What follows belongs to an exercise in optimizing a design on an open flow for small area, a short achievable clock period and few clock cycles per item; a production flow would make more cautious choices. In this exercise RTL edits were held to simulation tests only and were not proved equivalent to the original. No activity file was given, so power comes from the tool's default toggle rates.

==> design/flow/design.v <==
package isa_pkg;
    localparam int XLEN = 32;
    localparam int REG_ID_W = 5;
    localparam int OPCODE_W = 7;
    localparam int FUNCT3_W = 3;
    localparam int FUNCT7_W = 7;
    localparam logic [FUNCT7_W - 1:0] FUNCT7_ALT = 7'b0100000;
    localparam logic [FUNCT3_W - 1:0] F3_BEQ = 3'b000;
    localparam logic [FUNCT3_W - 1:0] F3_BNE = 3'b001;
    typedef enum logic [OPCODE_W - 1:0] {
        OP     = 7'b0110011,
        OP_IMM = 7'b0010011,
        LUI    = 7'b0110111,
        BRANCH = 7'b1100011
    } opcode_e;
    typedef enum logic [FUNCT3_W - 1:0] {
        F3_ADD = 3'b000,
        F3_SLL = 3'b001,
        F3_SLT = 3'b010,
        F3_XOR = 3'b100,
        F3_SRL = 3'b101,
        F3_OR  = 3'b110,
        F3_AND = 3'b111
    } funct3_e;
    typedef enum logic [3:0] {
        ADD,
        SUB,
        AND,
        OR,
        XOR,
        SLT,
        SLL,
        SRL,
        PASS_B
    } alu_op_e;
    typedef enum logic [1:0] {
        NONE,
        EQ,
        NE
    } branch_e;
endpackage
package pipe_pkg;
    localparam int XLEN = 32;
    localparam int REG_ID_W = 5;
    typedef struct packed {
        logic cyc;
        logic stb;
        logic [XLEN - 1:0] adr;
    } wb_req_t;
    typedef struct packed {
        logic ack;
        logic [XLEN - 1:0] dat_r;
    } wb_rsp_t;
    typedef struct packed {
        logic [XLEN - 1:0] pc;
        logic [XLEN - 1:0] instr;
    } fetch_pack_t;
    typedef struct packed {
        logic [XLEN - 1:0] pc;
        logic [3:0] alu_op;
        logic [1:0] branch;
        logic [XLEN - 1:0] op_a;
        logic [XLEN - 1:0] op_b;
        logic [XLEN - 1:0] br_off;
        logic [REG_ID_W - 1:0] rd;
        logic we;
    } decode_pack_t;
    typedef struct packed {
        logic [XLEN - 1:0] pc;
        logic [REG_ID_W - 1:0] rd;
        logic we;
        logic is_branch;
        logic [XLEN - 1:0] value;
        logic [XLEN - 1:0] next_pc;
    } exec_pack_t;
    typedef struct packed {
        logic [XLEN - 1:0] pc;
        logic [REG_ID_W - 1:0] rd;
        logic [XLEN - 1:0] data;
    } retire_t;
endpackage
module pfx_add #(
    parameter int W = 32
)(
    input  logic [W - 1:0] a,
    input  logic [W - 1:0] b,
    input  logic ci,
    output logic [W - 1:0] s,
    output logic co
);
    localparam int L = $clog2(W);
    logic [W - 1:0] p0;
    logic [W - 1:0] g [0:L];
    logic [W - 1:0] p [0:L];
    assign p0 = a ^ b;
    assign g[0] = (a & b) | {{(W - 1){1'b0}}, p0[0] & ci};
    assign p[0] = p0;
    for (genvar k = 0; k < L; k++) begin : lvl
        for (genvar i = 0; i < W; i++) begin : bit_
            if (i >= (1 << k)) begin : comb
                assign g[k + 1][i] = g[k][i] | (p[k][i] & g[k][i - (1 << k)]);
                assign p[k + 1][i] = p[k][i] & p[k][i - (1 << k)];
            end else begin : pass
                assign g[k + 1][i] = g[k][i];
                assign p[k + 1][i] = p[k][i];
            end
        end
    end
    assign s = p0 ^ {g[L][W - 2:0], ci};
    assign co = g[L][W - 1];
endmodule
module pfx_inc #(
    parameter int W = 30
)(
    input  logic [W - 1:0] x,
    output logic [W - 1:0] y
);
    localparam int L = $clog2(W);
    logic [W - 1:0] t [0:L];    
    assign t[0] = x;
    for (genvar k = 0; k < L; k++) begin : lvl
        for (genvar i = 0; i < W; i++) begin : bit_
            if (i >= (1 << k)) begin : comb
                assign t[k + 1][i] = t[k][i] & t[k][i - (1 << k)];
            end else begin : pass
                assign t[k + 1][i] = t[k][i];
            end
        end
    end
    assign y = x ^ {t[L][W - 2:0], 1'b1};
endmodule
module pfx_dec #(
    parameter int W = 19
)(
    input  logic [W - 1:0] x,
    output logic [W - 1:0] y
);
    localparam int L = $clog2(W);
    logic [W - 1:0] t [0:L];    
    assign t[0] = ~x;
    for (genvar k = 0; k < L; k++) begin : lvl
        for (genvar i = 0; i < W; i++) begin : bit_
            if (i >= (1 << k)) begin : comb
                assign t[k + 1][i] = t[k][i] & t[k][i - (1 << k)];
            end else begin : pass
                assign t[k + 1][i] = t[k][i];
            end
        end
    end
    assign y = x ^ {t[L][W - 2:0], 1'b1};
endmodule
module core_top #(
    parameter logic [31:0] RESET_PC = '0
)(
    input  logic clk,
    input  logic arst_n,
    input  logic wb_ack_i,
    input  logic [31:0] wb_dat_i,
    output logic wb_cyc_o,
    output logic wb_stb_o,
    output logic [31:0] wb_adr_o,
    output logic retire_valid,
    output logic [31:0] retire_pc,
    output logic [4:0] retire_rd,
    output logic [31:0] retire_data
);
    logic        run;
    logic [31:0] fa;          
    logic        spec;        
    logic        ack;
    logic        kill;        
    logic        accept;      
    assign wb_cyc_o = run;
    assign wb_stb_o = run;
    assign wb_adr_o = fa;
    assign ack = run & wb_ack_i;
    logic        ex_new;      
    logic [31:0] ex_pc;
    logic [31:0] ex_a;
    logic [31:0] ex_b;
    logic        ex_beq;
    logic        ex_bne;
    logic        ex_wr;       
    logic [4:0]  ex_rd;
    logic        ex_sub;
    logic        ex_add, ex_slt, ex_xor, ex_or, ex_and, ex_sll, ex_srl, ex_pass;
    logic        eq;
    logic        taken;
    logic [31:0] pc4;
    assign eq = (ex_a == ex_b);
    assign taken = (ex_beq & eq) | (ex_bne & ~eq);
    logic [29:0] pc4_hi;
    pfx_inc #(.W(30)) pc4_inc (.x(ex_pc[31:2]), .y(pc4_hi));
    assign pc4 = {pc4_hi, ex_pc[1:0]};
    logic        mis;         
    assign kill = spec & (ex_new ? ~taken : mis);
    assign accept = ack & ~kill;
    logic [31:0] sum;
    logic        slt;
    logic [31:0] alu;
    logic sum_co;
    pfx_add #(.W(32)) alu_add (.a(ex_a), .b(ex_b ^ {32{ex_sub}}), .ci(ex_sub), .s(sum), .co(sum_co));
    assign slt = (ex_a[31] ^ ex_b[31]) ? ex_a[31] : sum[31];
    assign alu = ({32{ex_add}} & sum)
               | ({32{ex_slt}} & {31'b0, slt})
               | ({32{ex_xor}} & (ex_a ^ ex_b))
               | ({32{ex_or}}  & (ex_a | ex_b))
               | ({32{ex_and}} & (ex_a & ex_b))
               | ({32{ex_sll}} & (ex_a << ex_b[4:0]))
               | ({32{ex_srl}} & (ex_a >> ex_b[4:0]))
               | ({32{ex_pass}} & ex_b);
    logic [31:0] regs [1:31];
    always_ff @(posedge clk) begin
        if (ex_new && ex_wr) begin
            regs[ex_rd] <= alu;
        end
    end
    logic [31:0] w;
    logic [6:0]  opc;
    logic [2:0]  f3;
    logic [6:0]  f7;
    logic [4:0]  rd, rs1, rs2;
    logic        is_op, is_opi, is_lui, is_br;
    logic        op_ok, opi_ok, we;
    logic [31:0] imm_i, imm_u;
    logic [12:0] imm_b;
    logic [31:0] rf1, rf2, a_val, b_val;
    logic [31:0] tgt;
    assign w = wb_dat_i;
    assign opc = w[6:0];
    assign f3 = w[14:12];
    assign f7 = w[31:25];
    assign rd = w[11:7];
    assign rs1 = w[19:15];
    assign rs2 = w[24:20];
    assign is_op  = (opc == 7'b0110011);
    assign is_opi = (opc == 7'b0010011);
    assign is_lui = (opc == 7'b0110111);
    assign is_br  = (opc == 7'b1100011) & (f3[2:1] == 2'b00);
    assign op_ok  = is_op & ((f7 == 7'h00) | ((f7 == 7'h20) & (f3 == 3'd0))) & (f3 != 3'd3);
    assign opi_ok = is_opi & (f3 != 3'd1) & (f3 != 3'd3) & (f3 != 3'd5);
    assign we = op_ok | opi_ok | is_lui;
    assign imm_i = {{20{w[31]}}, w[31:20]};
    assign imm_u = {w[31:12], 12'b0};
    assign imm_b = {w[31], w[7], w[30:25], w[11:8], 1'b0};
    logic [13:0] tgt_lo;
    logic [18:0] fa_hi_inc, fa_hi_dec;
    logic [29:0] fa4_hi;
    pfx_add #(.W(13)) tgt_add (.a(fa[12:0]), .b(imm_b), .ci(1'b0), .s(tgt_lo[12:0]), .co(tgt_lo[13]));
    pfx_inc #(.W(19)) fa_hi_i (.x(fa[31:13]), .y(fa_hi_inc));
    pfx_dec #(.W(19)) fa_hi_d (.x(fa[31:13]), .y(fa_hi_dec));
    pfx_inc #(.W(30)) fa4_inc (.x(fa[31:2]), .y(fa4_hi));
    assign tgt[12:0] = tgt_lo[12:0];
    assign tgt[31:13] = (tgt_lo[13] & ~imm_b[12]) ? fa_hi_inc
                      : (~tgt_lo[13] & imm_b[12]) ? fa_hi_dec
                      : fa[31:13];
    always_comb begin
        rf1 = '0;
        rf2 = '0;
        for (int r = 1; r < 32; r++) begin
            rf1 = rf1 | ({32{rs1 == 5'(r)}} & regs[r]);
            rf2 = rf2 | ({32{rs2 == 5'(r)}} & regs[r]);
        end
    end
    logic byp;
    assign byp = ex_new & ex_wr;
    assign a_val = (byp && ex_rd == rs1) ? alu : rf1;
    assign b_val = is_lui ? imm_u
                 : is_opi ? imm_i
                 : (byp && ex_rd == rs2) ? alu : rf2;
    always_ff @(posedge clk or negedge arst_n) begin
        if (!arst_n) begin
            run <= 1'b0;
            fa <= RESET_PC;
            spec <= 1'b0;
            ex_new <= 1'b0;
        end else begin
            run <= 1'b1;
            ex_new <= accept;
            if (ack) begin
                spec <= accept & is_br;
                if (kill) begin
                    fa <= pc4;
                end else if (is_br) begin
                    fa <= tgt;
                end else begin
                    fa <= {fa4_hi, fa[1:0]};
                end
            end
        end
    end
    always_ff @(posedge clk) begin
        if (ex_new) begin
            mis <= ~taken;
        end
    end
    always_ff @(posedge clk) begin
        if (ack) begin
            ex_pc <= fa;
        end
    end
    always_ff @(posedge clk) begin
        ex_a <= a_val;
        ex_b <= b_val;
        ex_beq <= is_br & ~f3[0];
        ex_bne <= is_br & f3[0];
        ex_wr <= we & (rd != 5'd0);
        ex_rd <= rd;
        ex_sub <= (is_op & f7[5]) | (f3 == 3'd2);
        ex_add <= ~is_lui & (f3 == 3'd0);
        ex_slt <= ~is_lui & (f3 == 3'd2);
        ex_xor <= ~is_lui & (f3 == 3'd4);
        ex_or  <= ~is_lui & (f3 == 3'd6);
        ex_and <= ~is_lui & (f3 == 3'd7);
        ex_sll <= ~is_lui & (f3 == 3'd1);
        ex_srl <= ~is_lui & (f3 == 3'd5);
        ex_pass <= is_lui;
    end
    always_ff @(posedge clk or negedge arst_n) begin
        if (!arst_n) retire_valid <= 1'b0;
        else         retire_valid <= ex_new;
    end
    always_ff @(posedge clk) begin
        retire_pc <= ex_pc;
        retire_rd <= ex_wr ? ex_rd : 5'd0;
        retire_data <= (ex_beq | ex_bne) ? (taken ? fa : pc4)
                     : (ex_wr ? alu : 32'd0);
    end
endmodule
==> design/flow/run.sh <==
#!/bin/bash
# synth_recipe.tcl (not shown) runs the flow's synth.tcl, then flattens the netlist and writes it again
# the make line also repeats each setting of config.mk as NAME=value (left out here)
make -C /OpenROAD-flow-scripts/flow DESIGN_CONFIG=/design/flow/config.mk WORK_HOME=/design/flow/orfs CLKGATE_MAP_FILE= SYNTH_SCRIPT=/design/flow/synth_recipe.tcl finish
==> design/flow/config.mk <==
export PLATFORM = sky130hd
export DESIGN_NAME = core_top
export DESIGN_NICKNAME = core_top
export VERILOG_FILES = /design/flow/design.v
export SDC_FILE = /design/flow/constraint.sdc
export NUM_CORES = 4
export LEC_CHECK = 0
export CAP_MARGIN = 20
export CORE_MARGIN = 2
export CORE_UTILIZATION = 45
export SETUP_SLACK_MARGIN = 4.5
export SLEW_MARGIN = 20
export SYNTH_HIERARCHICAL = 1
export SYNTH_MINIMUM_KEEP_SIZE = 0
export TNS_END_PERCENT = 10
==> design/flow/constraint.sdc <==
create_clock -name core_clock -period 8.0 [get_ports {clk}]
set_input_delay 1.6000 -clock core_clock [delete_from_list [all_inputs] [get_ports {clk}]]
set_output_delay 1.6000 -clock core_clock [all_outputs]
set_load 0.01 [all_outputs]
==> results.txt <==
## worst reg2reg max path, delay by kind of cell (launching register included)
kind / cells / cell delay, ns
AOI/OAI and AO/OA: 8 / 2.22
adders and majority gates: 1 / 0.47
buffers and inverters: 2 / 0.39
DFF: 1 / 0.93
and+or+nand+nor: 1 / 0.17
## routing by layer
metal	track usage [%]	share of wire, %	up-vias
li1	-	-	20400
met3	20.3	17	1963
met4	31.2	9.6	10
met1	53.1	33	26100
met5	0.0712	0.027	-
met2	63.1	40	6065
## layout make-up
cell class | instances | area share [%]
diodes | 27 | 0.0934
clock buffers | 168 | 5.04
clock inverters | 79 | 1.21
inverters | 108 | 0.597
multi-input cells | 3244 | 34.4
flip-flops and latches | 1211 | 48.0
well taps | 1755 | 3.04
repair buffers | 556 | 7.60
repair inverters | 4 | 0.0467
## placed cells by master (no fill, tap or decap), types with 21 or more instances in the layout
master,instances
xnor2_1,81
nor2_1,130
buf_4,324
clkbuf_1,21
a22o_1,37
a221oi_1,29
nor2_4,99
nor4_1,46
buf_12,51
nand4_1,136
and3_1,79
nand3_1,125
o21ai_1,66
inv_1,99
xor2_1,70
ha_1,88
a22oi_1,843
o211ai_1,32
mux2i_1,117
dfrtp_1,36
mux4_2,49
diode_2,27
a31oi_1,31
clkbuf_16,141
clkdlybuf4s50_1,116
edfxtp_1,1024
o21ai_0,69
nand2_1,422
nor3_1,77
a21oi_1,70
ha_4,23
a222oi_1,74
dfxtp_1,133
## timing repair
| item | in CTS | in global routing |
|---|---|---|
| setup endpoints to repair | 1270 | 1239 |
| setup buffers | 110 | 84 |
| gates resized for setup | 151 | 233 |
| pin swaps | 55 | 88 |
| gates cloned | 10 | 14 |
## power by group
group | switching (mW) | total, mW | internal, mW
Combinational | 2.39 | 3.87 | 1.48
Sequential | 0.368 | 7.68 | 7.31
Clock | 2.73 | 6.37 | 3.64
## flip-flops by register name (all words and copies together) (netlist names), 5 cells and up
signal       flops
ex_b            32
retire_pc       32
regs           992
fa              32
ex_a            32
retire_rd        5
ex_pc           32
ex_rd            5
retire_data     32
## metrics by stage
| stage | power (mW) | hold WS [ns] |
|---|---|---|
| after global routing | 18.3 | 0.410 |
| after detailed placement | 10.8 | 0.381 |
| after global placement | 10.8 | 0.384 |
| final | 17.9 | 0.396 |
| after CTS | 17.4 | 0.396 |
| after floorplan | 9.49 | 0.352 |
## path summary, 6_finish.rpt
path                                     startpoint               endpoint  slack [ns]
worst min register to register  ex_pc[31]$_DFFE_PP_  retire_pc[31]$_DFF_P_        0.40
worst max register to register     ex_a[25]$_DFF_P_  regs[8][30]$_DFFE_PP_        3.57
max in group asynchronous                    arst_n      fa[0]$_DFFE_PN0P_        6.39
min in group asynchronous                    arst_n     fa[18]$_DFFE_PN0P_        0.96
worst min-delay path            ex_pc[31]$_DFFE_PP_  retire_pc[31]$_DFF_P_        0.40
worst max-delay path                    wb_dat_i[3]       ex_b[22]$_DFF_P_        3.50
==> impl_metrics.json <==
{
  "status": "finished clean",
  "path_delay_family": "simple AND/OR/NAND/NOR gates",
  "grt_pass1_vias": 50300,
  "drc": 0,
  "worstMarginPinSlew_ns": 1.25,
  "cts.sinks": 1211,
  "drt-pass1-iter-count": 12,
  "critical-path-max-stage-delay_ns": 0.70,
  "reg2reg_depth": 12,
  "maxSlewViolCount": 0,
  "final_cells": 7152,
  "grt-ovfl-total": 0,
  "clock_skew_ns": 0.0495,
  "dp_cells": 6657,
  "finalCritPeriodShare_pct": 56.3,
  "totalNegativeSetupSlack_ns": 0,
  "htree_levels": 4,
  "drt-total-wl_um": 313000,
  "rsz0062_at_grt": "yes",
  "syn_area_um2": 59300,
  "grt_pass1_wl_um": 414000,
  "path_max_fanout": 10,
  "cp.required_ns": 8.66,
  "die_area_um2": 135000,
  "cp.depth": 9,
  "drive_gt1_share_pct": 19.4,
  "hold_violations": 0,
  "cp_cell_sequence": "clkdlybuf4s50_1 -> nand3b_1 -> or3_1 -> inv_1 -> a21oi_2 -> nand2_1 -> nor4_1 -> nand4_1 -> o211a_4",
  "area.sequential_um2": 34700,
  "antenna_found_initial": 25,
  "rows": 133,
  "p_leak_nw": 25.8,
  "final_nets": 5410,
  "path_class": "input pin to flop",
  "dpl.hpwl_um": 184000,
  "cts_root_buf": "clkbuf_16",
  "drt.antenna.violating_nets": 0,
  "track_usage_pct": 44.3,
  "cts_max_path_buffers": 3,
  "min_period_ns": 4.50,
  "cts_tree": "built",
  "yosys_warnings": 19,
  "syn_avg_cell_area_um2": 12.1,
  "clk_latency_ns": 0.82,
  "multiInputGateArea_um2": 24900,
  "ir_worst_vdd_mv": 0.216,
  "io_pins": 139,
  "gp_congestion": 1.01,
  "relSlewSlack_pct": 16.7,
  "startpoint_type": "input pin",
  "design_area_um2": 72300,
  "drt_iter0_markers": 12700,
  "critPathArrivalTime_ns": 5.16,
  "fin_util_pct": 55.2,
  "dpl_cell_area_um2": 63900,
  "start_util_pct": 45.2,
  "powerDensity_nw_per_um2": 248,
  "vias_per_cell": 7.62,
  "cts_hold_buf": 0,
  "setup_violations": 0,
  "cts.reportedPaths.clkPinSlew_ns": 0.06,
  "fin_ws_ns": 3.50,
  "port_buffers": 138,
  "path_buf_inv": 2,
  "syn2layout_area_growth_pct": 22.0,
  "cts_inserted_buffers": 133,
  "pre_cts_ws_ns": 2.24,
  "maxCapViolations": 0,
  "holdPathStages": 0,
  "wire_per_inst_um": 43.7,
  "fillCellCount": 11000,
  "vias": 54500,
  "critPathSlowestCell": "a21oi_2",
  "clock.fmax_mhz": 222,
  "die_w_um": 367,
  "worstSetupEndpointType": "flop",
  "die_y_um": 367,
  "hold_path.class": "flop to flop",
  "grt_start_max_net_pins": 53,
  "core_area_um2": 131000,
  "synth_cells": 4885
}
Testbench counts, summed over its fixed seeds: cycles 58,721, items 38,400.

==> what the ideal ports hide <==
No port has a modelled driver above. Below, the same layout with a new extraction and two added sets of constraints. Step 1: set_driving_cell puts a clkbuf_16 on clk and a buf_2 on each other input, an assumption about the parent block. Step 2 moves the port delays by t, midway between the first and last clock arrival at a register: inputs arrive t later, outputs are due t later. That takes back most of the time a late clock gives input paths. a / b / c = ideal / step 1 / step 2; a / b = the first two.
t, ns: 0.873
setup slack, ns: 3.497 / 3.543 / 2.669
latest minus earliest clock arrival (ns): 0.049 / 0.049
worst slew at a driven data input, ns: 0.23
cell pins on the clock port's net: 1
After both steps setup and hold are still met in this run. The setup slack of this run moves by +0.046 ns with the drivers and by -0.828 ns with both steps.
